Source: an optimization exercise on an open RTL-to-GDS flow (aim: a short achievable clock period and few clock cycles). Production flows keep margins and buffers that such runs may drop. Function was checked by simulation only, so behaviour that the tests miss may differ from the original. Power and IR drop assume default switching activity.

## run.sh

```bash
#!/bin/bash
# synth_recipe.tcl (not shown) runs the flow's synth.tcl, then flattens the netlist and writes it again
# the make line also repeats each setting of config.mk as NAME=value (left out here)
make -C /OpenROAD-flow-scripts/flow DESIGN_CONFIG=/design/flow/config.mk WORK_HOME=/design/flow/orfs CLKGATE_MAP_FILE= SYNTH_SCRIPT=/design/flow/synth_recipe.tcl finish
```

## config.mk

```make
export PLATFORM = sky130hd
export DESIGN_NAME = rv_core
export DESIGN_NICKNAME = rv_core
export VERILOG_FILES = /design/flow/design.v
export SDC_FILE = /design/flow/constraint.sdc
export NUM_CORES = 4
export LEC_CHECK = 0
export CAP_MARGIN = 20
export CORE_MARGIN = 2
export CORE_UTILIZATION = 40
export SETUP_SLACK_MARGIN = 5.0
export SLEW_MARGIN = 20
export SYNTH_HIERARCHICAL = 1
export SYNTH_MINIMUM_KEEP_SIZE = 0
```

## constraint.sdc

```tcl
create_clock -name core_clock -period 7.5 [get_ports {clk_cpu_i}]
set_input_delay 1.5000 -clock core_clock [delete_from_list [all_inputs] [get_ports {clk_cpu_i}]]
set_output_delay 1.5000 -clock core_clock [all_outputs]
set_load 0.01 [all_outputs]
```

## design.v

```verilog
localparam logic [3:0] ALU_ADD = 4'd0;
localparam logic [3:0] ALU_SUB = 4'd1;
localparam logic [3:0] ALU_AND = 4'd2;
localparam logic [3:0] ALU_OR  = 4'd3;
localparam logic [3:0] ALU_XOR = 4'd4;
localparam logic [3:0] ALU_SLT = 4'd5;
localparam logic [3:0] ALU_SLL = 4'd6;
localparam logic [3:0] ALU_SRL = 4'd7;
localparam logic [3:0] ALU_EQ  = 4'd8;
localparam logic [3:0] ALU_NE  = 4'd9;
localparam logic [3:0] ALU_LT  = 4'd10;
localparam logic [1:0] WB_ALU = 2'd0;
localparam logic [1:0] WB_MEM = 2'd1;
localparam logic [1:0] WB_IMM = 2'd2;
localparam logic [1:0] RUN   = 2'd0;
localparam logic [1:0] WAIT1 = 2'd1;
localparam logic [1:0] WAIT2 = 2'd2;
`timescale 1ns/10ps
module rv_pcmux #(
    parameter int W = 16
) (
    input  logic [W-1:0] early,     
    input  logic [W-1:0] stgt,      
    input  logic         s_st,      
    input  logic         s_early,   
    input  logic         mis,       
    input  logic [W-1:0] alt,
    output logic [W-1:0] y
);
    genvar i;
    for (i = 0; i < W; i++) begin : b
        logic xn, na, nb;
        rv_g_aoi22  u_x (.a1(s_st), .a2(stgt[i]), .b1(s_early), .b2(early[i]), .y(xn));
        rv_g_nand2  u_a (.a(mis), .b(alt[i]), .y(na));
        rv_g_nor2   u_b (.a(mis), .b(xn), .y(nb));
        rv_g_nand2b u_y (.a_n(nb), .b(na), .y(y[i]));
    end
endmodule
module rv_ssel (
    input  logic cn,        
    input  logic k1,        
    input  logic k0,        
    input  logic rstn,      
    output logic s_st,
    output logic s_early
);
    logic c, sn, sr;
    rv_g_inv   u_c  (.a(cn), .y(c));
    rv_g_aoi22 u_sn (.a1(k1), .a2(c), .b1(k0), .b2(cn), .y(sn));
    rv_g_inv   u_sr (.a(sn), .y(sr));
    rv_g_nor2  u_st (.a(sn), .b(rstn), .y(s_st));
    rv_g_nor2  u_se (.a(sr), .b(rstn), .y(s_early));
endmodule
module rv_bpred (
    input  logic [6:0] opc,
    input  logic [2:0] f3,
    input  logic       b31,      
    input  logic       nst,      
    output logic       k1,
    output logic       k0
);
    logic a, b, f3n0, c0, n1, n0;
    rv_g_nand4 u_a  (.a(opc[0]), .b(opc[1]), .c(opc[5]), .d(opc[6]), .y(a));
    rv_g_nor3  u_b  (.a(opc[2]), .b(opc[3]), .c(opc[4]), .y(b));
    rv_g_inv   u_f  (.a(f3[0]), .y(f3n0));
    rv_g_nor4  u_c  (.a(f3n0), .b(f3[1]), .c(f3[2]), .d(b31), .y(c0));
    rv_g_nand3 u_n1 (.a(b), .b(b31), .c(nst), .y(n1));
    rv_g_nand3 u_n0 (.a(b), .b(c0), .c(nst), .y(n0));
    rv_g_nor2  u_k1 (.a(a), .b(n1), .y(k1));
    rv_g_nor2  u_k0 (.a(a), .b(n0), .y(k0));
endmodule
`timescale 1ns/10ps
module rv_rfread #(
    parameter int W = 16                 
) (
    input  logic [W*31-1:0]  rf_flat,    
    input  logic [31:1]      oh,         
    input  logic             s_w,        
    input  logic [W-1:0]     data_w,
    input  logic             s_ld,       
    input  logic [W-1:0]     rdata,
    input  logic             s_al,       
    input  logic [W-1:0]     alu_m,
    output logic [W-1:0]     val
);
    genvar j, m;
    for (j = 0; j < W; j++) begin : bit_
        logic [31:0] tv;      
        logic [31:0] ts;      
        logic [15:0] y;       
        logic [7:0]  z;       
        logic [3:0]  q;       
        logic [1:0]  r;       
        logic        w, u;
        assign tv[0] = data_w[j];
        assign ts[0] = s_w;
        for (m = 1; m < 32; m++) begin : t
            assign tv[m] = rf_flat[(m - 1) * W + j];
            assign ts[m] = oh[m];
        end
        for (m = 0; m < 16; m++) begin : l1
            rv_g_aoi22 u (.a1(ts[2 * m]), .a2(tv[2 * m]), .b1(ts[2 * m + 1]), .b2(tv[2 * m + 1]),
                          .y(y[m]));
        end
        for (m = 0; m < 8; m++) begin : l2
            rv_g_nand2 u (.a(y[2 * m]), .b(y[2 * m + 1]), .y(z[m]));
        end
        for (m = 0; m < 4; m++) begin : l3
            rv_g_nor2 u (.a(z[2 * m]), .b(z[2 * m + 1]), .y(q[m]));
        end
        for (m = 0; m < 2; m++) begin : l4
            rv_g_nand2 u (.a(q[2 * m]), .b(q[2 * m + 1]), .y(r[m]));
        end
        rv_g_nor2  u_l5 (.a(r[0]), .b(r[1]), .y(w));
        rv_g_aoi22 u_late (.a1(s_ld), .a2(rdata[j]), .b1(s_al), .b2(alu_m[j]), .y(u));
        rv_g_nand2 u_out (.a(w), .b(u), .y(val[j]));
    end
endmodule
`timescale 1ns/10ps
module rv_g_nand2 (input logic a, b, output logic y);
    assign y = !(a && b);
endmodule
module rv_g_nor2 (input logic a, b, output logic y);
    assign y = !(a || b);
endmodule
module rv_g_xor2 (input logic a, b, output logic y);
    assign y = a ^ b;
endmodule
module rv_g_or2 (input logic a, b, output logic y);
    assign y = a || b;
endmodule
module rv_g_xnor2 (input logic a, b, output logic y);
    assign y = !(a ^ b);
endmodule
module rv_g_nand2b (input logic a_n, b, output logic y);
    assign y = !(!a_n && b);
endmodule
module rv_g_nor3 (input logic a, b, c, output logic y);
    assign y = !(a || b || c);
endmodule
module rv_g_nand3 (input logic a, b, c, output logic y);
    assign y = !(a && b && c);
endmodule
module rv_g_mux2i (input logic a0, a1, s, output logic y);
    assign y = !(s ? a1 : a0);
endmodule
module rv_g_inv (input logic a, output logic y);
    assign y = !a;
endmodule
module rv_g_majn (input logic a, b, c, output logic y);
    assign y = !((a && b) || (a && c) || (b && c));
endmodule
module rv_g_oai21 (input logic a1, a2, b1, output logic y);
    assign y = !((a1 || a2) && b1);
endmodule
module rv_g_aoi21 (input logic a1, a2, b1, output logic y);
    assign y = !((a1 && a2) || b1);
endmodule
module rv_g_aoi22 (input logic a1, a2, b1, b2, output logic y);
    assign y = !((a1 && a2) || (b1 && b2));
endmodule
module rv_g_aoi222 (input logic a1, a2, b1, b2, c1, c2, output logic y);
    assign y = !((a1 && a2) || (b1 && b2) || (c1 && c2));
endmodule
module rv_g_nor4 (input logic a, b, c, d, output logic y);
    assign y = !(a || b || c || d);
endmodule
module rv_g_nand4 (input logic a, b, c, d, output logic y);
    assign y = !(a && b && c && d);
endmodule
module rv_add32 (
    input  logic [31:0] a,
    input  logic [31:0] b,
    input  logic        cin,
    output logic [31:0] s,
    output logic [31:0] c,        
    output logic [15:0] c4n,      
    output logic        cout
);
    logic [31:0] g [6];
    logic [31:0] t [6];
    logic [31:0] p;
    genvar i, l;
    rv_g_majn u_g0 (.a(a[0]), .b(b[0]), .c(cin), .y(g[0][0]));
    assign t[0][0] = 1'b1;
    rv_g_xor2 u_p0 (.a(a[0]), .b(b[0]), .y(p[0]));
    for (i = 1; i < 32; i++) begin : gl0
        rv_g_nand2 u_g (.a(a[i]), .b(b[i]), .y(g[0][i]));
        rv_g_nor2  u_t (.a(a[i]), .b(b[i]), .y(t[0][i]));
        rv_g_xor2  u_p (.a(a[i]), .b(b[i]), .y(p[i]));
    end
    for (l = 0; l < 5; l++) begin : lv
        for (i = 0; i < 32; i++) begin : bt
            if (i >= (1 << l)) begin : pc
                if ((l % 2) == 0) begin : odd_out
                    rv_g_oai21 u_g (.a1(t[l][i]), .a2(g[l][i - (1 << l)]), .b1(g[l][i]),
                                    .y(g[l + 1][i]));
                    rv_g_nor2  u_t (.a(t[l][i]), .b(t[l][i - (1 << l)]), .y(t[l + 1][i]));
                end else begin : even_out
                    rv_g_aoi21 u_g (.a1(t[l][i]), .a2(g[l][i - (1 << l)]), .b1(g[l][i]),
                                    .y(g[l + 1][i]));
                    rv_g_nand2 u_t (.a(t[l][i]), .b(t[l][i - (1 << l)]), .y(t[l + 1][i]));
                end
            end else begin : pass
                rv_g_inv u_g (.a(g[l][i]), .y(g[l + 1][i]));
                assign t[l + 1][i] = 1'b0;
            end
        end
    end
    assign s[0] = p[0] ^ cin;
    for (i = 1; i < 32; i++) begin : sm
        rv_g_xor2 u_s (.a(p[i]), .b(g[5][i - 1]), .y(s[i]));
    end
    assign c    = g[5];
    assign c4n  = g[4][15:0];
    assign cout = g[5][31];
endmodule
module rv_eq32 (
    input  logic [31:0] a,
    input  logic [31:0] b,
    output logic        eq,
    output logic        neq
);
    logic [31:0] ne;
    logic [7:0]  z;
    logic [1:0]  n;
    genvar i;
    for (i = 0; i < 32; i++) begin : x
        rv_g_xor2 u (.a(a[i]), .b(b[i]), .y(ne[i]));
    end
    for (i = 0; i < 8; i++) begin : l1
        rv_g_nor4 u (.a(ne[4 * i]), .b(ne[4 * i + 1]), .c(ne[4 * i + 2]), .d(ne[4 * i + 3]),
                     .y(z[i]));
    end
    for (i = 0; i < 2; i++) begin : l2
        rv_g_nand4 u (.a(z[4 * i]), .b(z[4 * i + 1]), .c(z[4 * i + 2]), .d(z[4 * i + 3]),
                      .y(n[i]));
    end
    rv_g_nor2 u_l3 (.a(n[0]), .b(n[1]), .y(eq));
    rv_g_or2  u_l3n (.a(n[0]), .b(n[1]), .y(neq));
endmodule
module rv_shift32 #(
    parameter bit RIGHT = 1'b0
) (
    input  logic [31:0] xn,
    input  logic [4:0]  sh,
    output logic [31:0] y
);
    logic [31:0] v [6];
    assign v[0] = xn;
    genvar l, i;
    for (l = 0; l < 5; l++) begin : lv
        for (i = 0; i < 32; i++) begin : b
            logic far;
            if (RIGHT) begin : r
                if (i + (1 << l) < 32) begin : in_
                    assign far = v[l][i + (1 << l)];
                end else begin : fill
                    assign far = ((l % 2) == 0);     
                end
                rv_g_mux2i u (.a0(far), .a1(v[l][i]), .s(sh[l]), .y(v[l + 1][i]));
            end else begin : lft
                if (i >= (1 << l)) begin : in_
                    assign far = v[l][i - (1 << l)];
                end else begin : fill
                    assign far = ((l % 2) == 0);
                end
                rv_g_mux2i u (.a0(v[l][i]), .a1(far), .s(sh[l]), .y(v[l + 1][i]));
            end
        end
    end
    assign y = v[5];
endmodule
module rv_exu (
    input  logic [31:0] opa_e,       
    input  logic [31:0] opb_e,
    input  logic [31:0] opa_n_e,     
    input  logic [31:0] opb_n_e,
    input  logic [4:0]  shl_e,
    input  logic [4:0]  shr_n_e,
    input  logic        f_add_e,
    input  logic        f_sub_e,
    input  logic        f_xor_e,
    input  logic        f_or_e,
    input  logic        f_and_e,
    input  logic        f_lui_e,
    input  logic        f_sll_e,
    input  logic        f_srl_e,
    input  logic        f_slt_e,
    input  logic        bq_e,
    input  logic        bn_e,
    input  logic        bl_e,
    input  logic        m_eq_e,
    input  logic        m_ne_e,
    input  logic        m_lt_e,
    input  logic        m_ge_e,
    input  logic        fl_q,
    input  logic        me1,         
    input  logic        me2,         
    input  logic        meb,         
    input  logic        bimm_d,
    input  logic [31:0] imm_d,
    input  logic [31:0] early_a,     
    input  logic [31:0] early_s,     
    output logic [31:0] res_e,
    output logic [31:0] opa_nxt,
    output logic [31:0] opb_nxt,
    output logic [31:0] sd_nxt,
    output logic        taken_e,
    output logic        mis_e
);
    logic [31:0] sum_e, dif_e, fast_e, sll_e, srl_e;
    logic        lt_e, ltn_e, eq_e, ne_e, cout_add, cout_sub, sgn_e;
    logic [31:0] c_add, c_sub;
    rv_add32 u_add (.a(opa_e), .b(opb_e),   .cin(1'b0), .s(sum_e), .c(c_add), .cout(cout_add));
    rv_add32 u_sub (.a(opa_e), .b(opb_n_e), .cin(1'b1), .s(dif_e), .c(c_sub), .cout(cout_sub));
    rv_eq32  u_eq  (.a(opa_n_e), .b(opb_n_e), .eq(eq_e), .neq(ne_e));
    rv_g_xor2  u_sgn (.a(opa_e[31]), .b(opb_n_e[31]), .y(sgn_e));
    rv_g_xor2  u_lt  (.a(cout_sub), .b(sgn_e), .y(lt_e));
    rv_g_xnor2 u_ltn (.a(cout_sub), .b(sgn_e), .y(ltn_e));
    assign fast_e = ({32{f_xor_e}} & (opa_e ^ opb_e))
                  | ({32{f_or_e}}  & (opa_e | opb_e))
                  | ({32{f_and_e}} & (opa_e & opb_e))
                  | ({32{f_lui_e}} & opb_e);
    rv_shift32 #(.RIGHT(1'b0)) u_sll (.xn(opa_n_e), .sh(shl_e),   .y(sll_e));
    rv_shift32 #(.RIGHT(1'b1)) u_srl (.xn(opa_n_e), .sh(shr_n_e), .y(srl_e));
    genvar k;
    for (k = 0; k < 32; k++) begin : rs
        logic sn, fn, wn;
        rv_g_aoi22 u_s (.a1(f_add_e), .a2(sum_e[k]), .b1(f_sub_e), .b2(dif_e[k]), .y(sn));
        rv_g_inv   u_f (.a(fast_e[k]), .y(fn));
        if (k == 0) begin : slt
            rv_g_aoi222 u_w (.a1(f_sll_e), .a2(sll_e[k]), .b1(f_srl_e), .b2(srl_e[k]),
                             .c1(f_slt_e), .c2(lt_e), .y(wn));
        end else begin : sh
            rv_g_aoi22 u_w (.a1(f_sll_e), .a2(sll_e[k]), .b1(f_srl_e), .b2(srl_e[k]), .y(wn));
        end
        rv_g_nand3 u_r (.a(sn), .b(fn), .c(wn), .y(res_e[k]));
    end
    assign taken_e = (bq_e && eq_e) || (bn_e && !eq_e) || (bl_e && lt_e);
    logic mq, mn, ml, mg, v1, v2;
    assign mq = m_eq_e && !fl_q;
    assign mn = m_ne_e && !fl_q;
    assign ml = m_lt_e && !fl_q;
    assign mg = m_ge_e && !fl_q;
    rv_g_aoi22 u_v1 (.a1(mq), .a2(eq_e), .b1(mn), .b2(ne_e), .y(v1));
    rv_g_aoi22 u_v2 (.a1(ml), .a2(lt_e), .b1(mg), .b2(ltn_e), .y(v2));
    rv_g_nand2 u_mis (.a(v1), .b(v2), .y(mis_e));
    logic f_fast;
    logic fa_add, fa_sub, fa_fast, fa_sll, fa_srl, fa_slt, fa_early;
    logic fb_add, fb_sub, fb_fast, fb_sll, fb_srl, fb_slt, fb_early;
    logic fs_add, fs_sub, fs_fast, fs_sll, fs_srl, fs_slt, fs_early;
    assign f_fast   = !f_add_e && !f_sub_e && !f_sll_e && !f_srl_e;
    assign fa_add   = me1 && f_add_e;
    assign fa_sub   = me1 && f_sub_e;
    assign fa_fast  = me1 && f_fast;
    assign fa_sll   = me1 && f_sll_e;
    assign fa_srl   = me1 && f_srl_e;
    assign fa_slt   = me1 && f_slt_e;
    assign fa_early = !me1;
    assign fb_add   = meb && f_add_e;
    assign fb_sub   = meb && f_sub_e;
    assign fb_fast  = meb && f_fast;
    assign fb_sll   = meb && f_sll_e;
    assign fb_srl   = meb && f_srl_e;
    assign fb_slt   = meb && f_slt_e;
    assign fb_early = !bimm_d && !me2;
    assign fs_add   = me2 && f_add_e;
    assign fs_sub   = me2 && f_sub_e;
    assign fs_fast  = me2 && f_fast;
    assign fs_sll   = me2 && f_sll_e;
    assign fs_srl   = me2 && f_srl_e;
    assign fs_slt   = me2 && f_slt_e;
    assign fs_early = !me2;
    genvar i;
    for (i = 0; i < 32; i++) begin : fw
        logic na1, na2, na3, nb1, nb2, nb3, ns1, ns2, ns3;
        rv_g_aoi22  u_a1 (.a1(fa_add), .a2(sum_e[i]), .b1(fa_sub), .b2(dif_e[i]), .y(na1));
        rv_g_aoi22  u_a2 (.a1(fa_fast), .a2(fast_e[i]), .b1(fa_early), .b2(early_a[i]), .y(na2));
        if (i == 0) begin : aslt
            rv_g_aoi222 u_a3 (.a1(fa_sll), .a2(sll_e[i]), .b1(fa_srl), .b2(srl_e[i]),
                              .c1(fa_slt), .c2(lt_e), .y(na3));
        end else begin : ash
            rv_g_aoi22  u_a3 (.a1(fa_sll), .a2(sll_e[i]), .b1(fa_srl), .b2(srl_e[i]),
                              .y(na3));
        end
        rv_g_nand3  u_a  (.a(na1), .b(na2), .c(na3), .y(opa_nxt[i]));
        rv_g_aoi22  u_b1 (.a1(fb_add), .a2(sum_e[i]), .b1(fb_sub), .b2(dif_e[i]), .y(nb1));
        logic nb4;
        rv_g_aoi22  u_b2 (.a1(fb_fast), .a2(fast_e[i]), .b1(bimm_d), .b2(imm_d[i]), .y(nb2));
        rv_g_nand2  u_b4 (.a(fb_early), .b(early_s[i]), .y(nb4));
        if (i == 0) begin : bslt
            rv_g_aoi222 u_b3 (.a1(fb_sll), .a2(sll_e[i]), .b1(fb_srl), .b2(srl_e[i]),
                              .c1(fb_slt), .c2(lt_e), .y(nb3));
        end else begin : bsh
            rv_g_aoi22  u_b3 (.a1(fb_sll), .a2(sll_e[i]), .b1(fb_srl), .b2(srl_e[i]),
                              .y(nb3));
        end
        rv_g_nand4  u_b  (.a(nb1), .b(nb2), .c(nb3), .d(nb4), .y(opb_nxt[i]));
        rv_g_aoi22  u_s1 (.a1(fs_add), .a2(sum_e[i]), .b1(fs_sub), .b2(dif_e[i]), .y(ns1));
        rv_g_aoi22  u_s2 (.a1(fs_fast), .a2(fast_e[i]), .b1(fs_early), .b2(early_s[i]), .y(ns2));
        if (i == 0) begin : sslt
            rv_g_aoi222 u_s3 (.a1(fs_sll), .a2(sll_e[i]), .b1(fs_srl), .b2(srl_e[i]),
                              .c1(fs_slt), .c2(lt_e), .y(ns3));
        end else begin : ssh
            rv_g_aoi22  u_s3 (.a1(fs_sll), .a2(sll_e[i]), .b1(fs_srl), .b2(srl_e[i]),
                              .y(ns3));
        end
        rv_g_nand3  u_s  (.a(ns1), .b(ns2), .c(ns3), .y(sd_nxt[i]));
    end
endmodule
`timescale 1ns/10ps
module rv_core (
    input  logic        clk_cpu_i,
    input  logic        arst_n_i,
    input  logic [31:0] irom_inst_i,
    input  logic [31:0] dram_rdata_i,
    output logic [31:0] irom_addr_o,
    output logic [31:0] dram_addr_o,
    output logic [31:0] dram_wdata_o,
    output logic        dram_we_o,
    output logic        dram_re_o,
    output logic        debug_wb_have_inst_o,
    output logic [31:0] debug_wb_pc_o,
    output logic        debug_wb_ena_o,
    output logic [4:0]  debug_wb_reg_o,
    output logic [31:0] debug_wb_value_o
);
    localparam int NBTB = 4;
    logic [31:0]     pc_f;
    logic [31:0]     pc_o;
    logic [NBTB-1:0] btb_v;
    logic [30:0]     btb_tag [NBTB];
    logic [31:0]     btb_tgt [NBTB];
    logic [1:0]      btb_rr;
    logic            btb_alloc_q;
    logic            btb_inval_q;
    logic [NBTB-1:0] btb_inval_vec_q;
    logic [31:0]     btb_pcm4_q;      
    logic [31:0]     btb_tgtw_q;
    logic            v_d;
    logic [31:0]     pc_d;
    logic [31:0]     inst_d;
    logic            pred_d;
    logic [31:0]     tgt_d;
    logic [31:0]     pc4_d;
    logic            bh_d;
    logic [NBTB-1:0] bhv_d;
    logic            me1_q, me2_q;
    logic [31:1]     oh1_q, oh2_q, oh1_h, oh2_h;
    logic            rw1_q, rw2_q, rld1_q, rld2_q, ral1_q, ral2_q;
    logic            rw1_h, rw2_h, rld1_h, rld2_h, ral1_h, ral2_h;
    logic            fl_q;
    logic            v_e;
    logic            wr_e;
    logic            ena_e;
    logic            ld_e;
    logic            st_e;
    logic            br_e;
    logic            slow_e;      
    logic            pred_e;
    logic            bq_e;
    logic            bn_e;
    logic            bl_e;
    logic            m_eq_e, m_ne_e, m_lt_e, m_ge_e;    
    logic            bh_e;
    logic [NBTB-1:0] bhv_e;
    logic [4:0]      rd_e;
    logic [31:0]     pc_e;
    logic [31:0]     tgt_e;
    logic [31:0]     alt_e;
    logic [31:0]     opa_e;       
    logic [31:0]     opb_e;
    logic [31:0]     opa_n_e;     
    logic [31:0]     opb_n_e;
    logic [4:0]      shl_e;       
    logic [4:0]      shr_n_e;
    logic [31:0]     sd_e;
    logic            s_mx_e;      
    logic            f_add_e, f_sub_e, f_sll_e, f_slt_e, f_xor_e, f_srl_e, f_or_e, f_and_e;
    logic            f_lui_e;
    logic            v_m;
    logic            wr_m;
    logic            ena_m;
    logic            ld_m;
    logic            st_m;
    logic [4:0]      rd_m;
    logic [31:0]     pc_m;
    logic [31:0]     alu_m;
    logic [31:0]     addr_m;      
    logic [31:0]     sd_m;
    logic            re_m;        
    logic            v_w;
    logic            wr_w;
    logic            ena_w;
    logic [4:0]      rd_w;
    logic [4:0]      rd_o_w;      
    logic [31:0]     pc_w;
    logic [31:0]     data_w;
    logic [31:0]     dbg_val_w;
    logic [31:0]     rf [32];
    logic [NBTB-1:0] hitv_f;
    logic            hit_f;
    logic [31:0]     btgt_f;
    logic            isbr_f;
    logic            spred_f;
    logic [31:0]     stgt_f;
    logic [31:0]     pc4_f;
    logic [NBTB-1:0] hitv_n, hitv_q, tageq;
    logic [31:0]     btgt_n, btgt_q;
    logic            seq_q;
    for (genvar i = 0; i < NBTB; i++) begin : btl
        logic tagne;
        rv_eq32 u_eq (.a({btb_tag[i], 1'b0}), .b({pc_f[31:1], 1'b0}), .eq(tageq[i]), .neq(tagne));
    end
    always_comb begin
        btgt_n = '0;
        for (int i = 0; i < NBTB; i++) begin
            hitv_n[i] = btb_v[i] && tageq[i];
            btgt_n    = btgt_n | (btb_tgt[i] & {32{hitv_n[i]}});
        end
    end
    assign hitv_f = hitv_q & {NBTB{seq_q}};
    assign hit_f  = seq_q && (|hitv_q);
    assign btgt_f = btgt_q;
    assign isbr_f  = (irom_inst_i[6:0] == 7'b1100011);
    assign spred_f = isbr_f && (irom_inst_i[31] || irom_inst_i[14:12] == 3'b001);
    logic [31:0] boff_f, stc_f;
    logic [15:0] stc4n_f;
    logic        stco_f, sfast_f;
    assign boff_f = {{20{irom_inst_i[31]}}, irom_inst_i[7], irom_inst_i[30:25],
                     irom_inst_i[11:8], 1'b0};
    rv_add32 u_stgt (.a(pc_f), .b(boff_f), .cin(1'b0), .s(stgt_f), .c(stc_f), .c4n(stc4n_f), .cout(stco_f));
    assign sfast_f = spred_f && (stc_f[12] == irom_inst_i[31]);
    logic [31:0] pc4c_f;
    logic [15:0] pc4c4n_f;
    logic        pc4co_f;
    rv_add32 u_pc4 (.a(pc_f), .b(32'd4), .cin(1'b0), .s(pc4_f), .c(pc4c_f), .c4n(pc4c4n_f), .cout(pc4co_f));
    assign irom_addr_o = pc_o;
    logic [6:0]  opc_d;
    logic [2:0]  f3_d;
    logic [4:0]  rs1_d, rs2_d, rd_d;
    logic        is_op_d, is_imm_d, is_lui_d, is_ld_d, is_st_d, is_br_d, is_alu_d;
    logic        use1_d, use2_d, rfwe_d, bimm_d, slow_d;
    logic        use1_q, use2_q;      
    logic [31:0] imm_d;
    logic        wrv_e;
    logic        me1, me2, meb;
    logic        stall_d;
    logic        go_d;
    logic [31:0] m_res;
    logic [31:0] early_a, early_s;
    logic [31:0] opa_nxt, opb_nxt, sd_nxt;
    assign opc_d = inst_d[6:0];
    assign f3_d  = inst_d[14:12];
    assign rd_d  = inst_d[11:7];
    assign rs1_d = inst_d[19:15];
    assign rs2_d = inst_d[24:20];
    assign is_op_d  = (opc_d == 7'b0110011);
    assign is_imm_d = (opc_d == 7'b0010011);
    assign is_lui_d = (opc_d == 7'b0110111);
    assign is_ld_d  = (opc_d == 7'b0000011);
    assign is_st_d  = (opc_d == 7'b0100011);
    assign is_br_d  = (opc_d == 7'b1100011);
    assign is_alu_d = is_op_d | is_imm_d;
    assign use1_d = is_alu_d | is_ld_d | is_st_d | is_br_d;
    assign use2_d = is_op_d | is_br_d;
    assign rfwe_d = is_alu_d | is_lui_d | is_ld_d;
    assign bimm_d = is_imm_d | is_ld_d | is_st_d | is_lui_d;
    assign slow_d = is_ld_d;
    always_comb begin
        if (is_st_d)
            imm_d = {{20{inst_d[31]}}, inst_d[31:25], inst_d[11:7]};
        else if (is_lui_d)
            imm_d = {inst_d[31:12], 12'h000};
        else
            imm_d = {{20{inst_d[31]}}, inst_d[31:20]};
    end
    logic [16*31-1:0] rf_lo, rf_hi;
    for (genvar k = 1; k < 32; k++) begin : rff
        assign rf_lo[(k - 1) * 16 +: 16] = rf[k][15:0];
        assign rf_hi[(k - 1) * 16 +: 16] = rf[k][31:16];
    end
    rv_rfread #(.W(16)) u_rd1l (
        .rf_flat (rf_lo), .oh (oh1_q), .s_w (rw1_q), .data_w (data_w[15:0]),
        .s_ld (rld1_q), .rdata (dram_rdata_i[15:0]), .s_al (ral1_q), .alu_m (alu_m[15:0]),
        .val (early_a[15:0]));
    rv_rfread #(.W(16)) u_rd1h (
        .rf_flat (rf_hi), .oh (oh1_h), .s_w (rw1_h), .data_w (data_w[31:16]),
        .s_ld (rld1_h), .rdata (dram_rdata_i[31:16]), .s_al (ral1_h), .alu_m (alu_m[31:16]),
        .val (early_a[31:16]));
    rv_rfread #(.W(16)) u_rd2l (
        .rf_flat (rf_lo), .oh (oh2_q), .s_w (rw2_q), .data_w (data_w[15:0]),
        .s_ld (rld2_q), .rdata (dram_rdata_i[15:0]), .s_al (ral2_q), .alu_m (alu_m[15:0]),
        .val (early_s[15:0]));
    rv_rfread #(.W(16)) u_rd2h (
        .rf_flat (rf_hi), .oh (oh2_h), .s_w (rw2_h), .data_w (data_w[31:16]),
        .s_ld (rld2_h), .rdata (dram_rdata_i[31:16]), .s_al (ral2_h), .alu_m (alu_m[31:16]),
        .val (early_s[31:16]));
    assign wrv_e = wr_e && !fl_q;
    assign me1   = me1_q && !fl_q;
    assign me2   = me2_q && !fl_q;
    assign meb   = me2 && !bimm_d;
    assign stall_d = v_d && slow_e && !fl_q && ((use1_q && me1) || (use2_q && me2));
    assign go_d    = v_d && !stall_d;
    assign m_res   = ld_m ? dram_rdata_i : alu_m;
    logic [31:0] res_e;
    logic        taken_e, mis_e;
    rv_exu u_exu (
        .opa_e   (opa_e),
        .opb_e   (opb_e),
        .opa_n_e (opa_n_e),
        .opb_n_e (opb_n_e),
        .shl_e   (shl_e),
        .shr_n_e (shr_n_e),
        .f_add_e (f_add_e),
        .f_sub_e (f_sub_e),
        .f_xor_e (f_xor_e),
        .f_or_e  (f_or_e),
        .f_and_e (f_and_e),
        .f_lui_e (f_lui_e),
        .f_sll_e (f_sll_e),
        .f_srl_e (f_srl_e),
        .f_slt_e (f_slt_e),
        .bq_e    (bq_e),
        .bn_e    (bn_e),
        .bl_e    (bl_e),
        .m_eq_e  (m_eq_e),
        .m_ne_e  (m_ne_e),
        .m_lt_e  (m_lt_e),
        .m_ge_e  (m_ge_e),
        .fl_q    (fl_q),
        .me1     (me1),
        .me2     (me2),
        .meb     (meb),
        .bimm_d  (bimm_d),
        .imm_d   (imm_d),
        .early_a (early_a),
        .early_s (early_s),
        .res_e   (res_e),
        .opa_nxt (opa_nxt),
        .opb_nxt (opb_nxt),
        .sd_nxt  (sd_nxt),
        .taken_e (taken_e),
        .mis_e   (mis_e)
    );
    logic [31:0] pc_nxt, pc_o_nxt, pc_early, pc_st, alt_r;
    logic [7:0]  s_st, s_early, k1_f, k0_f;
    logic        nstall;
    assign pc_early = stall_d ? pc_f : (hit_f ? btgt_f : pc4_f);
    assign pc_st    = {pc_f[31:13], stgt_f[12:0]};
    assign alt_r    = alt_e & {32{arst_n_i}};
    assign nstall   = !stall_d;
    for (genvar h = 0; h < 8; h++) begin : nh
        rv_bpred u_bp (.opc(irom_inst_i[6:0]), .f3(irom_inst_i[14:12]), .b31(irom_inst_i[31]),
                       .nst(nstall), .k1(k1_f[h]), .k0(k0_f[h]));
        rv_ssel  u_ss (.cn(stc4n_f[12]), .k1(k1_f[h]), .k0(k0_f[h]),
                       .rstn(h >= 4 ? !arst_n_i : 1'b0), .s_st(s_st[h]), .s_early(s_early[h]));
    end
    for (genvar q = 0; q < 4; q++) begin : pq
        rv_pcmux #(.W(8)) u_pcf (
            .early (pc_early[8 * q +: 8]), .stgt (pc_st[8 * q +: 8]), .s_st (s_st[q]),
            .s_early (s_early[q]), .mis (mis_e), .alt (alt_e[8 * q +: 8]),
            .y (pc_nxt[8 * q +: 8]));
        rv_pcmux #(.W(8)) u_pco (
            .early (pc_early[8 * q +: 8]), .stgt (pc_st[8 * q +: 8]), .s_st (s_st[4 + q]),
            .s_early (s_early[4 + q]), .mis (mis_e), .alt (alt_r[8 * q +: 8]),
            .y (pc_o_nxt[8 * q +: 8]));
    end
    always_ff @(posedge clk_cpu_i or negedge arst_n_i) begin
        if (!arst_n_i) begin
            pc_f <= 32'h0000_0000;
            seq_q <= 1'b0;
            v_d  <= 1'b0;
            fl_q <= 1'b0;
        end else begin
            pc_f <= pc_nxt;
            if (mis_e)
                seq_q <= 1'b0;
            else if (!stall_d)
                seq_q <= !s_st[0] && !hit_f;
            if (mis_e)
                v_d <= 1'b0;
            else if (!stall_d)
                v_d <= 1'b1;
            fl_q <= mis_e;
        end
    end
    always_ff @(posedge clk_cpu_i) begin
        pc_o <= pc_o_nxt;
    end
    always_ff @(posedge clk_cpu_i) begin
        if (!stall_d) begin
            tgt_d  <= stgt_f;
            pc4_d  <= pc4_f;
            pc_d   <= pc_f;
            inst_d <= irom_inst_i;
            pred_d <= sfast_f || hit_f;
            use1_q <= (irom_inst_i[6:0] == 7'b0110011) || (irom_inst_i[6:0] == 7'b0010011)
                   || (irom_inst_i[6:0] == 7'b0000011) || (irom_inst_i[6:0] == 7'b0100011)
                   || (irom_inst_i[6:0] == 7'b1100011);
            use2_q <= (irom_inst_i[6:0] == 7'b0110011) || (irom_inst_i[6:0] == 7'b1100011);
            hitv_q <= hitv_n;
            btgt_q <= btgt_n;
            bh_d   <= hit_f;
            bhv_d  <= hitv_f;
        end
    end
    logic [4:0] rs1_n, rs2_n;
    assign rs1_n = stall_d ? rs1_d : irom_inst_i[19:15];
    assign rs2_n = stall_d ? rs2_d : irom_inst_i[24:20];
    always_ff @(posedge clk_cpu_i or negedge arst_n_i) begin
        if (!arst_n_i) begin
            me1_q <= 1'b0;
            me2_q <= 1'b0;
        end else begin
            me1_q <= go_d && rfwe_d && (rd_d != 5'd0) && (rd_d == rs1_n);
            me2_q <= go_d && rfwe_d && (rd_d != 5'd0) && (rd_d == rs2_n);
        end
    end
    logic mm1n, mm2n, mw1n, mw2n;
    assign mm1n = wrv_e && (rd_e == rs1_n);
    assign mm2n = wrv_e && (rd_e == rs2_n);
    assign mw1n = wr_m && (rd_m == rs1_n);
    assign mw2n = wr_m && (rd_m == rs2_n);
    always_ff @(posedge clk_cpu_i) begin
        for (int k = 1; k < 32; k++) begin
            oh1_q[k] <= (rs1_n == 5'(k)) && !mm1n && !mw1n;
            oh2_q[k] <= (rs2_n == 5'(k)) && !mm2n && !mw2n;
        end
        rw1_q  <= mw1n && !mm1n;
        rw2_q  <= mw2n && !mm2n;
        rld1_q <= mm1n && ld_e;
        rld2_q <= mm2n && ld_e;
        ral1_q <= mm1n && !ld_e;
        ral2_q <= mm2n && !ld_e;
    end
    always_ff @(posedge clk_cpu_i or negedge arst_n_i) begin
        if (!arst_n_i) begin
            oh1_h  <= '0;
            oh2_h  <= '0;
            rw1_h  <= 1'b0;
            rw2_h  <= 1'b0;
            rld1_h <= 1'b0;
            rld2_h <= 1'b0;
            ral1_h <= 1'b0;
            ral2_h <= 1'b0;
        end else begin
            for (int k = 1; k < 32; k++) begin
                oh1_h[k] <= (rs1_n == 5'(k)) && !mm1n && !mw1n;
                oh2_h[k] <= (rs2_n == 5'(k)) && !mm2n && !mw2n;
            end
            rw1_h  <= mw1n && !mm1n;
            rw2_h  <= mw2n && !mm2n;
            rld1_h <= mm1n && ld_e;
            rld2_h <= mm2n && ld_e;
            ral1_h <= mm1n && !ld_e;
            ral2_h <= mm2n && !ld_e;
        end
    end
    always_ff @(posedge clk_cpu_i or negedge arst_n_i) begin
        if (!arst_n_i) begin
            btb_v       <= '0;
            btb_rr      <= '0;
            btb_alloc_q <= 1'b0;
            btb_inval_q <= 1'b0;
        end else begin
            btb_alloc_q <= br_e && !fl_q && taken_e && !bh_e && !pred_e;
            btb_inval_q <= br_e && !fl_q && !taken_e && bh_e;
            if (btb_alloc_q) begin
                btb_v[btb_rr] <= 1'b1;
                btb_rr        <= btb_rr + 2'd1;
            end else if (btb_inval_q) begin
                btb_v <= btb_v & ~btb_inval_vec_q;
            end
        end
    end
    logic [31:0] pcm4_e, pcm4c_e;
    logic [15:0] pcm4c4n_e;
    logic        pcm4co_e;
    rv_add32 u_pcm4 (.a(pc_e), .b(32'hffff_fffc), .cin(1'b0), .s(pcm4_e), .c(pcm4c_e),
                     .c4n(pcm4c4n_e), .cout(pcm4co_e));
    always_ff @(posedge clk_cpu_i) begin
        btb_inval_vec_q <= bhv_e;
        btb_pcm4_q      <= pcm4_e;
        btb_tgtw_q      <= tgt_e;
        if (btb_alloc_q) begin
            btb_tag[btb_rr] <= btb_pcm4_q[31:1];
            btb_tgt[btb_rr] <= btb_tgtw_q;
        end
    end
    always_ff @(posedge clk_cpu_i or negedge arst_n_i) begin
        if (!arst_n_i) begin
            v_e     <= 1'b0;
            wr_e    <= 1'b0;
            ld_e    <= 1'b0;
            st_e    <= 1'b0;
            br_e    <= 1'b0;
            slow_e  <= 1'b0;
            m_eq_e  <= 1'b0;
            m_ne_e  <= 1'b0;
            m_lt_e  <= 1'b0;
            m_ge_e  <= 1'b0;
            shl_e   <= '0;
            shr_n_e <= '0;
        end else begin
            v_e     <= go_d;
            wr_e    <= go_d && rfwe_d && (rd_d != 5'd0);
            ld_e    <= go_d && is_ld_d;
            st_e    <= go_d && is_st_d;
            br_e    <= go_d && is_br_d;
            slow_e  <= go_d && slow_d;
            m_eq_e  <= go_d && is_br_d && (pred_d ? f3_d == 3'b001 : f3_d == 3'b000);
            m_ne_e  <= go_d && is_br_d && (pred_d ? f3_d == 3'b000 : f3_d == 3'b001);
            m_lt_e  <= go_d && is_br_d && !pred_d && f3_d[2:1] != 2'b00;
            m_ge_e  <= go_d && is_br_d && pred_d && f3_d[2:1] != 2'b00;
            shl_e   <= opb_nxt[4:0];
            shr_n_e <= ~opb_nxt[4:0];
        end
    end
    always_ff @(posedge clk_cpu_i) begin
        ena_e   <= rfwe_d;
        pred_e  <= pred_d;
        bq_e    <= (f3_d == 3'b000);
        bn_e    <= (f3_d == 3'b001);
        bl_e    <= (f3_d[2:1] != 2'b00);
        bh_e    <= bh_d;
        bhv_e   <= bhv_d;
        rd_e    <= rd_d;
        pc_e    <= pc_d;
        tgt_e   <= tgt_d;
        alt_e   <= pred_d ? pc4_d : tgt_d;
        opa_e   <= opa_nxt;
        opb_e   <= opb_nxt;
        opa_n_e <= ~opa_nxt;
        opb_n_e <= ~opb_nxt;
        sd_e    <= sd_nxt;
        s_mx_e  <= me2 && slow_e;
        f_sub_e <= is_op_d && (f3_d == 3'b000) && inst_d[30];
        f_add_e <= is_alu_d ? ((f3_d == 3'b000 && !(is_op_d && inst_d[30])) || f3_d == 3'b011)
                            : !is_lui_d;
        f_sll_e <= is_alu_d && (f3_d == 3'b001);
        f_slt_e <= is_alu_d && (f3_d == 3'b010);
        f_xor_e <= is_alu_d && (f3_d == 3'b100);
        f_srl_e <= is_alu_d && (f3_d == 3'b101);
        f_or_e  <= is_alu_d && (f3_d == 3'b110);
        f_and_e <= is_alu_d && (f3_d == 3'b111);
        f_lui_e <= is_lui_d;
    end
    always_ff @(posedge clk_cpu_i or negedge arst_n_i) begin
        if (!arst_n_i) begin
            v_m  <= 1'b0;
            wr_m <= 1'b0;
            ld_m <= 1'b0;
            st_m <= 1'b0;
            alu_m <= '0;
        end else begin
            v_m  <= v_e && !fl_q;
            wr_m <= wr_e && !fl_q;
            ld_m <= ld_e && !fl_q;
            st_m <= st_e && !fl_q;
            alu_m <= res_e;
        end
    end
    always_ff @(posedge clk_cpu_i) begin
        ena_m <= ena_e;
        rd_m  <= rd_e;
        pc_m  <= pc_e;
        addr_m <= res_e;
        re_m  <= ld_e && !fl_q;
        sd_m  <= s_mx_e ? m_res : sd_e;
    end
    assign dram_addr_o  = addr_m;
    assign dram_wdata_o = sd_m;
    assign dram_we_o    = st_m;
    assign dram_re_o    = re_m;
    always_ff @(posedge clk_cpu_i or negedge arst_n_i) begin
        if (!arst_n_i) begin
            v_w    <= 1'b0;
            wr_w   <= 1'b0;
            data_w <= '0;
            rd_w   <= '0;
        end else begin
            v_w    <= v_m;
            wr_w   <= wr_m;
            data_w <= m_res;
            rd_w   <= rd_m;
        end
    end
    always_ff @(posedge clk_cpu_i) begin
        ena_w     <= ena_m;
        rd_o_w    <= rd_m;
        pc_w      <= pc_m;
        dbg_val_w <= m_res;
        if (wr_w)
            rf[rd_w] <= data_w;
    end
    assign debug_wb_have_inst_o = v_w;
    assign debug_wb_pc_o        = pc_w;
    assign debug_wb_ena_o       = ena_w;
    assign debug_wb_reg_o       = rd_o_w;
    assign debug_wb_value_o     = dbg_val_w;
endmodule
```

==> results.toml, run 1 <==
[global_route]
grt_pass1_vias = 81100
grt_max_degree = 123
antenna_found_initial = 29
grt_usage_pct = 29.5
grt_pass1_wl_um = 593000
grt-ovfl-total = 0

[placement]
portBuffers = 234
hpwl_um = 278000
numPlacedInstances = 13200
routabilityCongestion = 1.00

[floorplan]
die_area_mm2 = 0.277
start_util_pct = 40.2
ios = 235
coreArea_mm2 = 0.271
die_w_um = 526
row_count = 191
die_y_um = 526

[timing]
finalSetupTns_ns = 0
finalCritPeriodShare_pct = 40.1
rsz0062_at_grt = "true"
clock.fmax_ghz = 0.333
finClkSkew_ns = 0.0795
worst_slew_pin_slew_ns = 1.24
min_period_ns = 3.00
finalMaxSlewViolations = 0
finalSetupViolations = 0
relSlewSlack_pct = 17.1
hold_viol = 0

[finish]
final_cell_mix = "a22oi_2 (1,510), edfxtp_1 (1,416), nand2_1 (1,324), nor2_1 (720), xor2_1 (431)"
final_common_cell = "a22oi_2"
largest_register = "rf"
top_regs = "rf: 992 flops, btb_tgt: 128 flops, btb_tag: 124 flops"
drive_gt1_share_pct = 39.2
fill_cells = 23600
largest_register_ffs = 992
fin_cells = 14000
final_nets = 10300
syn2layout_area_growth_pct = 25.1
fin_util_pct = 50.3

[worst_setup_path]
r2r_end = "sd_e[0]$_DFF_P_"
r2r-start = "shr_n_e[0]$_DFF_PN0_"
reg2reg_depth = 13
max_stage_delay_ns = 0.49
crit_path_start_kind = "flop"
crit_chain = "buf_12 > buf_12 > buf_12 > mux2i_4 > mux2i_2 > mux2i_1 > buf_4 > mux2i_4 > buf_6 > mux2i_4 > buf_6 > a222oi_1 > nand3_1"
rrSetupSlack_ns = 4.50
critPathLaunch = "shr_n_e[0]$_DFF_PN0_"
path_class = "reg -> reg"
path_max_fanout = 3
cp.arrival_ns = 3.68
crit_required_ns = 8.17
worst-path-buf-inv = 6
crit_path_top_delay_cell = "dfrtp_4"
path_delay_family = "buffers and inverters"
end_kind = "flop"

[cts]
numCtsBuffers = 243
cts_tree = "built"
clkSinkCount = 2244
ctsLongestPathBuffers = 4
root_buffer = "clkbuf_16"
cts_max_level = 4
clock_latency_ns = 0.91
clkTransAtPathRegs_ns = 0.06

[detailed_routing]
ant_nets = 0
first_pass_iters = 8
drtIter0Drc = 8996
vias_per_cell = 5.94
drc = 0
wl_per_cell_um = 30.4
route.vias.total = 83100
wl_um = 425000

[run_status]
status = "no timing/DRC/antenna violations"

[worst_hold_path]
min_path_cells = 0
holdPathEnd = "btb_tgtw_q[20]$_DFF_P_"
hp-class = "reg -> reg"
hp-start = "tgt_e[20]$_DFF_P_"

[flow_run]
cap_violations = 0

[power_and_ir_drop]
p_per_area_mw_per_mm2 = 319
vdd_ir_drop_max_mv = 0.256
p_leak_nw = 50.6

[yosys]
postSynthAreaPerCell_um2 = 12.1
syn_inst = 8986
yosysWarnings = 17
synthesis.area_mm2 = 0.109
==> repair_timing <==
action | 4_1_cts | 5_1_grt
setup buffers | 160 | 96
endpoints found under the setup margin | 1074 | 747
pin swaps | 180 | 181
gates cloned | 35 | 7
resized for setup | 1694 | 493
hold buffers | 0 | 0
==> power breakdown <==
| part | leakage, nW | switching, mW | internal (mW) | total [mW] |
|---|---|---|---|---|
| Combinational | 25.6 | 8.80 | 4.86 | 13.7 |
| Clock | 3.99 | 5.13 | 7.22 | 12.3 |
| Sequential | 21.0 | 1.57 | 15.9 | 17.5 |
==> layout make-up <==
cell class	count	area, um^2	share of cell area [%]
timing repair inverter	2	16.3	0.0119
sequential	2244	60600	44.4
multi-input combinational	6580	53400	39.2
clock buffer	314	6800	4.99
antenna	21	52.6	0.0385
tap	3570	4470	3.28
clock inverter	129	1400	1.03
timing repair buffer	766	8240	6.04
inverter	358	1410	1.03
==> layer usage <==
layer | vias to the layer above | GRT usage, % | routed length [um] | part of all wire, %
met4 | 8 | 18.1 | 30400 | 7.2
met1 | 42100 | 38.4 | 171000 | 40
met5 | - | 0 | 57 | 0.013
met2 | 4339 | 46.0 | 192000 | 45
li1 | 35600 | - | - | -
met3 | 1027 | 4.76 | 32700 | 7.7
==> through the flow <==
stage / area, um^2 / setup slack (ns) / total power, mW / hold slack [ns]
finish: 136000 / 4.50 / 43.5 / 0.299
global route: 136000 / 4.47 / 44.8 / 0.305
CTS: 133000 / 4.54 / 42.2 / 0.301
detailed placement: 119000 / 3.18 / 28.6 / 0.312
global placement: 119000 / 3.24 / 28.4 / 0.311
floorplan: 111000 / 4.30 / 23.4 / 0.310
==> how the worst max path moves through the flow <==
stage / end / slack, ns / cells past startpoint
after floorplan: pc_o[0]$_DFF_P_ / 4.30 / 13
final: sd_e[0]$_DFF_P_ / 4.50 / 13
after global placement: pc_f[30]$_DFF_PN0_ / 3.24 / 14
after CTS: irom_addr_o[1] / 4.54 / 1
after global routing: opa_e[0]$_DFF_P_ / 4.47 / 12
after detailed placement: pc_f[26]$_DFF_PN0_ / 3.18 / 13
Testbench counts, summed over its fixed seeds: cycles 178,596.
==> run 2, diff against run 1 <==
--- a/config.mk
+++ b/config.mk
@@ -6,6 +6,8 @@
 export NUM_CORES = 4
 export LEC_CHECK = 0
 export CAP_MARGIN = 20
+export CELL_PAD_IN_SITES_DETAIL_PLACEMENT = 1
+export CELL_PAD_IN_SITES_GLOBAL_PLACEMENT = 2
 export CORE_MARGIN = 2
 export CORE_UTILIZATION = 40
 export SETUP_SLACK_MARGIN = 5.0
==> run 2 against run 1 <==
Compared with the run above:
- power is 2.5% higher
- still clean
- synthesized area stayed put
- critical path type is now reg -> out
- flip-flop and latch count stayed put
- final cell count is 0.40% higher
- via count is 0.91% lower
==> results.toml, run 2 <==
[run_status]
status = "no timing/DRC/antenna violations"

[worst_setup_path]
crit_chain = "buf_6"
worst-path-buf-inv = 1
end_kind = "output port"
crit_path_start_kind = "flop"
crit_path_top_delay_cell = "dfxtp_4"
max_stage_delay_ns = 0.41
path_max_fanout = 1
path_class = "reg -> out"
crit_required_ns = 6.00
path_delay_family = "flip-flops"
cp.arrival_ns = 1.49

[worst_hold_path]
hp-class = "reg -> reg"

[floorplan]
row_count = 191
die_area_mm2 = 0.277
start_util_pct = 40.2
die_w_um = 526
coreArea_mm2 = 0.271
ios = 235
die_y_um = 526

[timing]
timing.final.ws_setup_ns = 4.51
finalCritPeriodShare_pct = 39.8
worst_slew_pin_slew_ns = 1.32
clock.fmax_ghz = 0.335
relSlewSlack_pct = 12.2
finalSetupTns_ns = 0
finClkSkew_ns = 0.105
hold_slack_ns = 0.324
rsz0062_at_grt = "true"
finalMaxSlewViolations = 0
min_period_ns = 2.99
finalSetupViolations = 0
hold_viol = 0

[cts]
cts_tree = "built"
clkSinkCount = 2244
root_buffer = "clkbuf_16"
ctsLongestPathBuffers = 4
cts_max_level = 4
clock_latency_ns = 0.99
numCtsBuffers = 244
clkTransAtPathRegs_ns = 0.06
cts_hold_buf = 0

[power_and_ir_drop]
vdd_ir_drop_max_mv = 0.242
p_per_area_mw_per_mm2 = 324
finalPower_mw = 44.6
p_leak_nw = 50.9

[detailed_routing]
wl_um = 477000
drtIter0Drc = 7008
drc = 0
wl_per_cell_um = 33.9
first_pass_iters = 6
route.vias.total = 82300
vias_per_cell = 5.87
ant_nets = 0

[yosys]
syn_inst = 8986
synthesis.area_mm2 = 0.109
yosysWarnings = 17
postSynthAreaPerCell_um2 = 12.1

[placement]
routabilityCongestion = 0.923
portBuffers = 234
hpwl_um = 315000
pre_cts_slack_ns = 3.16

[finish]
top_regs = "rf: 992 flops, btb_tgt: 128 flops, btb_tag: 124 flops"
largest_register = "rf"
fin_util_pct = 50.9
largest_register_ffs = 992
drive_gt1_share_pct = 41.6
final_cell_mix = "a22oi_2 (1,514), edfxtp_1 (1,416), nand2_1 (1,291), nor2_1 (665), xor2_1 (419)"
syn2layout_area_growth_pct = 26.5
fill_cells = 27600
final_nets = 10400
final_common_cell = "a22oi_2"

[global_route]
grt_usage_pct = 33.1
grt_max_degree = 89
antenna_found_initial = 24
grt-ovfl-total = 0
grt_pass1_vias = 84600
grt_pass1_wl_um = 655000

[flow_run]
cap_violations = 0
==> run 2: layout make-up <==
class,instances,area (um^2),area share [%]
Timing Repair Buffer,813,8520,6.18
Timing Repair inverter,4,36.3,0.0263
Tap cell,3570,4470,3.24
Clock inverter,119,1230,0.890
Multi-Input combinational cell,6581,54500,39.5
Clock buffer,338,7050,5.11
Inverter,358,1370,0.995
Sequential cell,2244,60600,44.0
Antenna cell,13,32.5,0.0236
==> run 2: through the flow <==
stage / cell area [um^2] / cells
CTS: 134000 / 13900
floorplan: 111000 / 9257
global route: 138000 / 14000
detailed placement: 119000 / 13200
finish: 138000 / 14000
global placement: 119000 / 13200
==> run 2: routing by layer <==
metal	wire [um]	share of wire [%]	up-vias	track usage, %
met5	29	0.0061	-	0
met4	28500	6.0	4	16.9
met3	28900	6.1	897	4.87
met2	222000	46	3016	53.2
met1	198000	41	42700	43.3
li1	-	-	35700	-
==> run 2: final timing paths <==
check                            startpoint                    to  slack [ns]  cells past startpoint
min                         pc_m[5]$_DFF_P_       pc_w[5]$_DFF_P_        0.32                      0
min in group asynchronous          arst_n_i  data_w[24]$_DFF_PN0_        0.45                      1
min reg2reg                 pc_m[5]$_DFF_P_       pc_w[5]$_DFF_P_        0.32                      0
max reg2reg                opa_e[0]$_DFF_P_    pc_f[27]$_DFF_PN0_        4.53                     17
max                         sd_m[2]$_DFF_P_       dram_wdata_o[2]        4.51                      1
max in group asynchronous          arst_n_i   oh2_h[10]$_DFF_PN0_        5.25                      3
==> run 2: where the power goes <==
group / total (mW) / internal (mW) / leakage (nW) / switching, mW
Sequential: 17.5 / 15.9 / 21.0 / 1.58
Clock: 12.5 / 7.17 / 4.06 / 5.35
Combinational: 14.6 / 5.20 / 25.9 / 9.37
Total: 44.6 / 28.3 / 50.9 / 16.3
==> run 2: what timing repair did <==
action                                 4_1_cts  5_1_grt
setup buffers                              195      108
setup endpoints to repair                 1061      671
endpoints found under the hold margin        0        0
cloned                                      34       17
pin swaps                                  114      216
resized for setup                         1715      709
==> run 3, diff against run 2 <==
--- a/config.mk
+++ b/config.mk
@@ -6,10 +6,10 @@
 export NUM_CORES = 4
 export LEC_CHECK = 0
 export CAP_MARGIN = 20
-export CELL_PAD_IN_SITES_DETAIL_PLACEMENT = 1
-export CELL_PAD_IN_SITES_GLOBAL_PLACEMENT = 2
 export CORE_MARGIN = 2
 export CORE_UTILIZATION = 40
+export GPL_ROUTABILITY_DRIVEN = 0
+export PLACE_DENSITY = 0.75
 export SETUP_SLACK_MARGIN = 5.0
 export SLEW_MARGIN = 20
 export SYNTH_HIERARCHICAL = 1
==> run 3 against run 2 <==
Compared with the run above:
- non-clock buffer count decreased by 24
- final cell count decreased by 0.29%
- critical path depth increased by 15
- utilization decreased by 0.74 points
- sequential power about the same
- clock power decreased by 4%
- largest cell class unchanged
- worst setup slack got worse by 0.062 ns
==> results.toml, run 3 <==
[run_status]
status = "no timing/DRC/antenna violations"

[finish]
fin_util_pct = 50.1
top_regs = "rf: 992 flops, btb_tgt: 128 flops, btb_tag: 124 flops"
largest_register = "rf"
fill_cells = 22400
register_area_mm2 = 0.0607
final_cell_mix = "a22oi_2 (1,548), edfxtp_1 (1,416), nand2_1 (1,332), nor2_1 (756), xor2_1 (426)"
syn2layout_area_growth_pct = 24.6
final_common_cell = "a22oi_2"
multi_input_area_mm2 = 0.0530
largest_register_ffs = 992
drive_gt1_share_pct = 39.7
final_nets = 10300

[global_route]
grt_usage_pct = 28.3
grt_max_degree = 143
antenna_found_initial = 38
grt-ovfl-total = 0
grt_pass1_wl_um = 582000
grt_pass1_vias = 84800

[timing]
finalMaxSlewViolations = 0
worst_slew_pin_slew_ns = 1.18
finalSetupViolations = 0
clock.fmax_ghz = 0.328
timing.final.ws_setup_ns = 4.45
finClkSkew_ns = 0.0977
finalSetupTns_ns = 0
rsz0062_at_grt = "true"
finalCritPeriodShare_pct = 40.6
min_period_ns = 3.05
hold_viol = 0
relSlewSlack_pct = 21.3

[yosys]
yosysWarnings = 17
postSynthAreaPerCell_um2 = 12.1
synthesis.area_mm2 = 0.109
syn_inst = 8986

[cts]
root_buffer = "clkbuf_16"
clkSinkCount = 2244
clock_latency_ns = 0.96
ctsLongestPathBuffers = 4
cts_tree = "built"
cts_max_level = 4
numCtsBuffers = 231
clkTransAtPathRegs_ns = 0.06

[worst_setup_path]
path_max_fanout = 8
crit_path_start_kind = "input port"
cp.arrival_ns = 3.83
path_class = "in -> reg"
end_kind = "flop"
crit_required_ns = 8.28

[placement]
pre_cts_slack_ns = 2.62
portBuffers = 234
hpwl_um = 267000

[floorplan]
die_area_mm2 = 0.277
row_count = 191
die_w_um = 526
die_y_um = 526
ios = 235
coreArea_mm2 = 0.271
start_util_pct = 40.2

[power_and_ir_drop]
p_leak_nw = 50.2
vdd_ir_drop_max_mv = 0.247
p_per_area_mw_per_mm2 = 318

[detailed_routing]
wl_per_cell_um = 29.5
vias_per_cell = 6.19
wl_um = 413000
ant_nets = 0
drc = 0
drtIter0Drc = 12000
route.vias.total = 86700
first_pass_iters = 9

[flow_run]
cap_violations = 0

[worst_hold_path]
hp-class = "reg -> reg"
[run 3: critical path, stage by stage]
cell and delay [ns]:
buf_6 0.13, nor2_4 0.21, nor2_4 0.08, a21oi_4 0.19
o21ai_4 0.11, a21oi_4 0.19, buf_6 0.13, buf_12 0.11
buf_6 0.10, inv_2 0.03, a22oi_2 0.23, buf_4 0.17
nor2_4 0.07, a22oi_2 0.26, nor2_1 0.11, nand2b_1 0.17
[run 3: final timing paths]
check | start | end | slack, ns | cells past startpoint
max | irom_inst_i[28] | pc_o[2]$_DFF_P_ | 4.45 | 16
min | tgt_e[16]$_DFF_P_ | btb_tgtw_q[16]$_DFF_P_ | 0.29 | 0
max reg2reg | pc_f[6]$_DFF_PN0_ | pc_o[2]$_DFF_P_ | 4.52 | 16
min reg2reg | tgt_e[16]$_DFF_P_ | btb_tgtw_q[16]$_DFF_P_ | 0.29 | 0
max in group asynchronous | arst_n_i | oh1_h[4]$_DFF_PN0_ | 5.23 | 3
min in group asynchronous | arst_n_i | data_w[29]$_DFF_PN0_ | 0.43 | 1
[run 3: per-stage QoR]
step / cell area (um^2) / power [mW] / hold slack (ns) / cells
finish: 136000 / 43.2 / 0.293 / 14000
global route: 136000 / 44.2 / 0.313 / 14000
CTS: 132000 / 41.4 / 0.296 / 13800
detailed placement: 119000 / 28.3 / 0.312 / 13200
global placement: 119000 / 28.0 / 0.311 / 13200
floorplan: 111000 / 23.4 / 0.310 / 9257
[run 3: timing repair]
action / 4_1_cts / 5_1_grt
pin swaps: 215 / 106
gates resized for setup: 1744 / 480
setup buffers: 188 / 128
endpoints found under the setup margin: 990 / 639
gates cloned: 45 / 7
hold buffers: 0 / 0
[run 3: report_power, final]
group | internal (mW) | total, mW | leakage (nW) | switching [mW]
registers | 16.0 | 17.6 | 20.9 | 1.61
clock network | 6.85 | 12.0 | 3.87 | 5.14
logic | 4.84 | 13.6 | 25.5 | 8.76
[run 3: metal layers]
metal,share of wire (%),up-vias,routed length [um],track usage (%)
li1,-,35600,-,-
met1,36,42900,147000,34.3
met2,43,6392,179000,42.7
met3,12,1699,48500,7.77
met4,9.4,24,39000,22.0
met5,0.045,-,187,0
[run 3: area by class of cell]
type	instances	area share (%)
tap	3570	3.29
inverter	358	1.03
sequential	2244	44.7
clock inverter	131	1.05
multi-input combinational	6581	39.1
timing repair buffer	789	6.07
antenna	26	0.0479
clock buffer	298	4.74
timing repair inverter	2	0.0120
==> run 4, diff against run 3 <==
--- a/config.mk
+++ b/config.mk
@@ -7,9 +7,8 @@
 export LEC_CHECK = 0
 export CAP_MARGIN = 20
 export CORE_MARGIN = 2
-export CORE_UTILIZATION = 40
+export CORE_UTILIZATION = 35
 export GPL_ROUTABILITY_DRIVEN = 0
-export PLACE_DENSITY = 0.75
 export SETUP_SLACK_MARGIN = 5.0
 export SLEW_MARGIN = 20
 export SYNTH_HIERARCHICAL = 1
==> run 4 against run 3 <==
Compared with the run above:
- still clean
- synthesized cell count did not move
- non-clock buffer count fell by 37
- clock power rose by 3%
- utilization fell by 6.2 points
- clock-buffer cell count rose by 40
- sequential power barely moved
- first-iteration DRC count fell by 22%
- critical path depth fell by 15
- final cell count rose by 3.7%
- hold slack got worse by 0.022 ns
- sequential share of layout area fell by 0.12 points
- combinational power barely moved
- largest cell class unchanged
==> results.toml, run 4 <==
[run_status]
status = "no timing/DRC/antenna violations"

[yosys]
yosysWarnings = 17
syn_inst = 8986
synthesis.area_mm2 = 0.109
postSynthAreaPerCell_um2 = 12.1

[global_route]
grt_max_degree = 141
antenna_found_initial = 29
grt_pass1_wl_um = 580000
grt_usage_pct = 25.1
grt-ovfl-total = 0
grt_pass1_vias = 80800

[floorplan]
start_util_pct = 35.2
die_area_mm2 = 0.316
die_y_um = 562
die_w_um = 562
ios = 235
row_count = 204
coreArea_mm2 = 0.309

[finish]
fin_cells = 14500
fill_cells = 28200
syn2layout_area_growth_pct = 24.8
top_regs = "rf: 992 flops, btb_tgt: 128 flops, btb_tag: 124 flops"
drive_gt1_share_pct = 38.7
final_nets = 10300
largest_register = "rf"
final_cell_mix = "a22oi_2 (1,511), edfxtp_1 (1,416), nand2_1 (1,323), nor2_1 (753), xor2_1 (439)"
final_common_cell = "a22oi_2"
largest_register_ffs = 992

[power_and_ir_drop]
clockPowerShare_pct = 28.7
p_leak_nw = 50.2
swShare_pct = 35.1
vdd_ir_drop_max_mv = 0.210
combPwrFrac_pct = 30.9
p_per_area_mw_per_mm2 = 317
power_frac_seq_pct = 40.4
netSwitchingPower_mw = 15.1
p_int_mw = 28.0

[worst_setup_path]
path_max_fanout = 1
end_kind = "output port"
path_class = "reg -> out"
crit_chain = "buf_6"
cp.arrival_ns = 1.46
crit_required_ns = 6.00
max_stage_delay_ns = 0.43
path_delay_family = "flip-flops"
crit_path_start_kind = "flop"
worst-path-buf-inv = 1
crit_path_top_delay_cell = "dfxtp_4"

[timing]
finalSetupTns_ns = 0
finClkSkew_ns = 0.101
worst_slew_pin_slew_ns = 1.14
finalMaxSlewViolations = 0
min_period_ns = 2.96
rsz0062_at_grt = "true"
finalSetupViolations = 0
hold_viol = 0
finalCritPeriodShare_pct = 39.5
clock.fmax_ghz = 0.338
relSlewSlack_pct = 24.1

[cts]
cts_max_level = 4
ctsLongestPathBuffers = 4
cts_hold_buf = 0
clock_latency_ns = 0.94
clkTransAtPathRegs_ns = 0.07
cts_tree = "built"
root_buffer = "clkbuf_16"
numCtsBuffers = 236
clkSinkCount = 2244

[detailed_routing]
ant_nets = 0
vias_per_cell = 5.71
drc = 0
wl_um = 414000
wl_per_cell_um = 28.6
first_pass_iters = 9
drtIter0Drc = 9414
route.vias.total = 82800

[placement]
numPlacedInstances = 13700
hpwl_um = 272000
portBuffers = 234

[flow_run]
cap_violations = 0

[worst_hold_path]
hp-class = "reg -> reg"
## run 4: cell types whose count changed in the layout (fill, tap and decap cells not counted), sizes merged
cell          before   now
clkbuf           308   347
dlygate4sd2       14    16
and2              82    81
clkinv            92    55
dlymetal6s2s       2     0
clkinvlp          10     8
buf              726   688
inv              367   372
nand2           1381  1382
bufbuf             4     6
nor2             960   959
bufinv            22    24
diode             26    24
## run 4: layout make-up
| cell class | count | area, um^2 | share of cell area (%) |
|---|---|---|---|
| Clock buffer | 338 | 6970 | 5.12 |
| Timing Repair Buffer | 752 | 7840 | 5.76 |
| Timing Repair inverter | 2 | 16.3 | 0.0120 |
| Clock inverter | 99 | 1200 | 0.879 |
| Tap cell | 4120 | 5150 | 3.79 |
| Multi-Input combinational cell | 6580 | 52700 | 38.8 |
| Inverter | 358 | 1400 | 1.03 |
| Sequential cell | 2244 | 60700 | 44.6 |
| Antenna cell | 24 | 60.1 | 0.0442 |
## run 4: metrics by stage
| step | util, % | instance area [um^2] | hold WS, ns | total power, mW | setup slack (ns) |
|---|---|---|---|---|---|
| finish | 44.0 | 136000 | 0.271 | 43.1 | 4.54 |
| global route | 44.0 | 136000 | 0.299 | 44.4 | 4.52 |
| CTS | 42.9 | 133000 | 0.280 | 41.8 | 4.51 |
| detailed placement | 38.7 | 120000 | 0.312 | 28.4 | 3.14 |
| global placement | 38.7 | 120000 | 0.312 | 28.3 | 3.18 |
| floorplan | - | 111000 | 0.310 | 23.4 | 4.30 |
## run 4: final timing paths
path / slack, ns / cells past startpoint / to / from
worst max register to register: 4.69 / 13 / pc_o[9]$_DFF_P_ / opb_n_e[6]$_DFF_P_
worst min-delay path: 0.27 / 0 / btb_tgtw_q[10]$_DFF_P_ / tgt_e[10]$_DFF_P_
worst max-delay path: 4.54 / 1 / irom_addr_o[0] / pc_o[0]$_DFF_P_
min in group asynchronous: 0.49 / 1 / alu_m[19]$_DFF_PN0_ / arst_n_i
max in group asynchronous: 5.57 / 2 / rw1_h$_DFF_PN0_ / arst_n_i
worst min register to register: 0.27 / 0 / btb_tgtw_q[10]$_DFF_P_ / tgt_e[10]$_DFF_P_
## run 4: power groups by stage
| stage | Combinational, mW | Sequential (mW) | Clock [mW] |
|---|---|---|---|
| after floorplan | 5.65 | 17.7 | 0 |
| after global placement | 10.8 | 17.4 | 0 |
| after detailed placement | 10.9 | 17.5 | 0 |
| after CTS | 11.9 | 17.3 | 12.5 |
| after global routing | 13.9 | 17.6 | 13.0 |
| final | 13.3 | 17.4 | 12.4 |
## run 4: routing by layer
layer / part of all wire [%] / vias to the layer above / global-route usage, %
li1: - / 35600 / -
met5: 0.0031 / - / 0
met2: 45 / 4522 / 39.2
met3: 8.8 / 1037 / 5.03
met1: 40 / 41700 / 32.3
met4: 6.6 / 2 / 14.4
## run 4: repair_timing
item | in CTS | in global routing
gates resized for setup | 1645 | 431
pin swaps | 177 | 134
endpoints found under the setup margin | 817 | 567
endpoints found under the hold margin | 0 | 0
gates cloned | 37 | 8
setup buffers | 142 | 122

## what the ideal ports hide
How much do the figures lean on ideal ports? The routed layouts below were timed once more, with nothing changed but the port constraints.
Step 1 assumes that a clkbuf_16 drives the clock port and a buf_2 every other input.
Step 2 moves the port delays by t, midway between the first and last clock arrival at a register: inputs arrive t later, outputs are due t later. That takes back most of the time a late clock gives input paths.
Slacks: ideal / step 1 / step 2; pairs: ideal / step 1.
| run | t, ns | slack for setup (ns) | worst register clock-pin slew, ns | cell pins on the clock port's net |
|---|---|---|---|---|
| run 1 | 0.973 | 4.496 / 4.481 / 3.699 | 0.07 / 0.07 | 1 |
| run 2 | 1.041 | 4.514 / 4.410 / 3.656 | 0.07 / 0.07 | 1 |
| run 3 | 0.995 | 4.452 / 4.351 / 3.356 | 0.07 / 0.07 | 1 |
| run 4 | 0.983 | 4.540 / 4.446 / 3.626 | 0.08 / 0.08 | 1 |
After both steps every run listed still meets setup and hold. The setup slack of run 3, which loses most, moves by -0.101 ns with the drivers and by -1.096 ns with both steps.
